Source: an optimization exercise on an open RTL-to-GDS flow (aim: small area, a short achievable clock period and few clock cycles per item). Production flows keep margins and buffers that such runs may drop.
Where RTL was checked, it was by simulation tests only, not by an equivalence proof against the original.

v6:
Design cordic_park_engine, start of the top module:
module cordic_park_engine #(
  parameter int WIDTH       = 16,
  parameter int ANGLE_WIDTH = 16,
  parameter int ITERATIONS  = 14,
  parameter int GUARD_BITS  = 3,
  parameter int GAIN_BITS   = 15,
  parameter int TAG_WIDTH   = 2
) (
  input  logic                          clk,
  input  logic                          rst,
  input  logic                          in_valid,
  output logic                          in_ready,
  input  logic                          mode,
  input  logic signed [WIDTH-1:0]       in_x,
  input  logic signed [WIDTH-1:0]       in_y,
  input  logic [ANGLE_WIDTH-1:0]        angle,
  input  logic [TAG_WIDTH-1:0]          in_tag,
  output logic                          out_valid,
  input  logic                          out_ready,
  output logic signed [WIDTH-1:0]       out_x,
  output logic signed [WIDTH-1:0]       out_y,
  output logic [TAG_WIDTH-1:0]          out_tag,
  output logic                          busy
);
For scale: about 480 flip-flops, about 92 I/O pins, about 0.055 mm2 of cells after synthesis.
Settings: LEC_CHECK=0, ABC_CLOCK_PERIOD_IN_PS=5000, CAP_MARGIN=20, CORE_MARGIN=2, CORE_UTILIZATION=60, CTS_BUF_LIST=sky130_fd_sc_hd__clkbuf_4 sky130_fd_sc_hd__clkbuf_8, CTS_CLUSTER_DIAMETER=50, CTS_CLUSTER_SIZE=20, PLACE_DENSITY=0.72, SETUP_SLACK_MARGIN=5, SLEW_MARGIN=20; clock period 10.0 ns.
run.sh (not shown) runs the stock make flow with config.mk's settings and CLKGATE_MAP_FILE= SYNTH_SCRIPT=/design/flow/synth_recipe.tcl, a recipe that flattens the netlist after the stock synthesis.
Testbench counts of v6, summed over its fixed seeds: cycles 2,472, items 2,400.
Inputs modified between v6 and v7:
--- a/flow/design.v
+++ b/flow/design.v
@@ -30,53 +30,53 @@
     else if (en) v_q <= {v_q[6:0], in_valid};
   end
   always_ff @(posedge clk) begin
     if (en) begin
       t_q[0] <= in_tag;
       for (int s = 1; s <= 7; s++) t_q[s] <= t_q[s-1];
     end
   end
   logic [15:0]        phi;
-  logic signed [13:0] z1, z2;
+  logic signed [13:0] z1;
   logic               p1, t1, nx1, ny1;
   assign phi = mode ? angle : 16'd0 - angle;
   assign z1  = {~phi[13], phi[12:0]};
   assign p1  = phi[13];
-  assign z2  = z1 + (p1 ? -14'sd4836 : 14'sd4836);
-  assign t1  = ~z2[13];
+  assign t1  = p1 ? (z1 >= 14'sd4836) : (z1 >= -14'sd4836);
   assign nx1 = phi[15] ^ phi[14];
   assign ny1 = phi[15];
   logic signed [16:0] s0_q, d0_q;
   logic               q0_q;
   logic [7:0]         n0_q;
   logic signed [13:0] z0_q;
   always_ff @(posedge clk) begin
     if (en) begin
       s0_q <= 17'(in_x) + 17'(in_y);
       d0_q <= 17'(in_x) - 17'(in_y);
       q0_q <= phi[14];
       n0_q <= {~(p1 ^ t1 ^ ny1), ~t1 ^ nx1, ~p1 ^ nx1, ny1,
                ~(p1 ^ t1 ^ nx1), t1 ^ ny1, p1 ^ ny1, nx1};
-      z0_q <= z2;
+      z0_q <= z1;
     end
   end
   wire signed [16:0] px1 = q0_q ? s0_q : d0_q;
   wire signed [16:0] py1 = q0_q ? d0_q : s0_q;
   wire               nxa = n0_q[0];
   wire               nxb = n0_q[1];
   wire               nxc = n0_q[2];
   wire               nxd = n0_q[3];
   wire               nya = n0_q[4];
   wire               nyb = n0_q[5];
   wire               nyc = n0_q[6];
   wire               nyd = n0_q[7];
-  wire               t1s = ~z0_q[13];
-  wire signed [13:0] z3  = z0_q + (t1s ? -14'sd2555 : 14'sd2555);
+  wire signed [13:0] z2  = z0_q + (~z0_q[13] ? -14'sd4836 : 14'sd4836);
+  wire               t1s = ~z2[13];
+  wire signed [13:0] z3  = z2 + (t1s ? -14'sd2555 : 14'sd2555);
   wire               p3  = ~z3[13];
   wire signed [13:0] z4  = z3 + (p3 ? -14'sd1297 : 14'sd1297);
   wire s_1 = nxa ^ (px1[0] ^ nxa);
   wire c_2 = nxa & (px1[0] ^ nxa);
   wire s_3 = (px1[1] ^ nxa) ^ (py1[2] ^ nxb);
   wire c_4 = (px1[1] ^ nxa) & (py1[2] ^ nxb);
   wire s_5 = (px1[2] ^ nxa) ^ (py1[3] ^ nxb);
   wire c_6 = (px1[2] ^ nxa) & (py1[3] ^ nxb);
   wire s_7 = (px1[3] ^ nxa) ^ (py1[4] ^ nxb);
==> comparison <==
Diff v7 and v6: shortest clock period the worst path allows after layout lower in v6. On v7: area overhead of the layout relative to synthesis is 2.1 points higher than what v6 gave. v7 — maximum frequency 21 MHz lower, v6 as reference. Compared v7 against v6; area after synthesis within noise. Lower post-layout net count was reported by v6, not v7. Going from v6 to v7, final core utilization went up.
No functional check of the RTL was part of v7.

* * *

cordic_park_engine, a different RTL version from the one above (not shown whole).
Size: roughly 5300 cells after synthesis, about 480 flip-flops, about 92 I/O pins.
clock: 10.0 ns
lec_check: 0
abc_clock_period_in_ps: 5000
cap_margin: 20
core_margin: 2
core_utilization: 60
cts_buf_list: sky130_fd_sc_hd__clkbuf_4 sky130_fd_sc_hd__clkbuf_8
cts_cluster_diameter: 50
cts_cluster_size: 20
place_density: 0.72
setup_slack_margin: 5
slew_margin: 20
Change:
--- a/flow/design.v
+++ b/flow/design.v
@@ -35,42 +35,42 @@
       for (int s = 1; s <= 7; s++) t_q[s] <= t_q[s-1];
     end
   end
   logic [15:0]        phi;
   logic signed [13:0] z1;
   logic               p1, t1, nx1, ny1;
   assign phi = mode ? angle : 16'd0 - angle;
   assign z1  = {~phi[13], phi[12:0]};
   assign p1  = phi[13];
   assign t1  = p1 ? (z1 >= 14'sd4836) : (z1 >= -14'sd4836);
   assign nx1 = phi[15] ^ phi[14];
   assign ny1 = phi[15];
-  logic signed [16:0] s0_q, d0_q;    
-  wire  signed [16:0] sI = 17'(in_x) + 17'(in_y);
-  wire  signed [16:0] dI = 17'(in_x) - 17'(in_y);
+  logic signed [16:0] s0_q, d0_q;
+  logic               q0_q;
   logic [7:0]         n0_q;
   logic signed [13:0] z0_q;
   logic               t0_q;
   always_ff @(posedge clk) begin
     if (en) begin
-      s0_q <= phi[14] ? sI : dI;
-      d0_q <= phi[14] ? dI : sI;
+      s0_q <= 17'(in_x) + 17'(in_y);
+      d0_q <= 17'(in_x) - 17'(in_y);
+      q0_q <= phi[14];
       n0_q <= {~(p1 ^ t1 ^ ny1), ~t1 ^ nx1, ~p1 ^ nx1, ny1,
                ~(p1 ^ t1 ^ nx1), t1 ^ ny1, p1 ^ ny1, nx1};
       z0_q <= z1;
       t0_q <= t1;
     end
   end
-  wire signed [16:0] px1 = s0_q;
-  wire signed [16:0] py1 = d0_q;
+  wire signed [16:0] px1 = q0_q ? s0_q : d0_q;
+  wire signed [16:0] py1 = q0_q ? d0_q : s0_q;
   wire               nxa = n0_q[0];
   wire               nxb = n0_q[1];
   wire               nxc = n0_q[2];
   wire               nxd = n0_q[3];
   wire               nya = n0_q[4];
   wire               nyb = n0_q[5];
   wire               nyc = n0_q[6];
   wire               nyd = n0_q[7];
   logic signed [13:0] c3, z3;
   always_comb begin
     case ({~z0_q[13], t0_q})
       2'b11:   c3 = -14'sd7391;
Setup slack gains 57 ps.
First-iteration DRC count is lower by 19%.
Sequential share of layout area stays flat.
Via count hardly moves.
Final cell count stays flat.
Clock skew fell by 16 ps.
Critical path depth is unchanged.
Testbench counts after the change, summed over its fixed seeds: cycles 2,472, items 2,400.
No functional check of the RTL was part of the first run of this note.

[afterwards: timing with drivers on the ports]
The flow's constraints put no driver on any port. The routed layouts listed below were extracted and timed again, unchanged, in two steps. Step 1: set_driving_cell puts a clkbuf_16 on clk and a buf_2 on each other input, an assumption about the parent block. Step 2 times the ports against the registers' clock, not the clock port: input delays grow and output delays shrink by t, the midpoint of the rising clock arrivals with the driver on. Slacks: no drivers / after step 1 / after step 2; pairs: no drivers / after step 1.
| run | shift t [ns] | slack for setup (ns) | hold WS [ns] | worst setup path after step 2 | worst data-port slew with drivers (ns) |
|---|---|---|---|---|---|
| v6 | 0.769 | 5.149 / 5.130 / 4.435 | 0.416 / 0.416 / 0.416 | input to register | 0.05 |
| v7 | 0.776 | 4.600 / 4.600 / 4.532 | 0.422 / 0.422 / 0.422 | input to register | 0.05 |
| the first run of note 2 | 0.756 | 5.110 / 5.087 / 4.552 | 0.412 / 0.412 / 0.412 | input to register | 0.04 |
| the second run of note 2 | 0.766 | 5.167 / 5.146 / 4.538 | 0.417 / 0.417 / 0.417 | input to register | 0.06 |
After both steps setup and hold are still met in every run listed. For v6, which loses most, drivers alone change the setup slack by -0.019 ns; drivers and shift together by -0.714 ns.
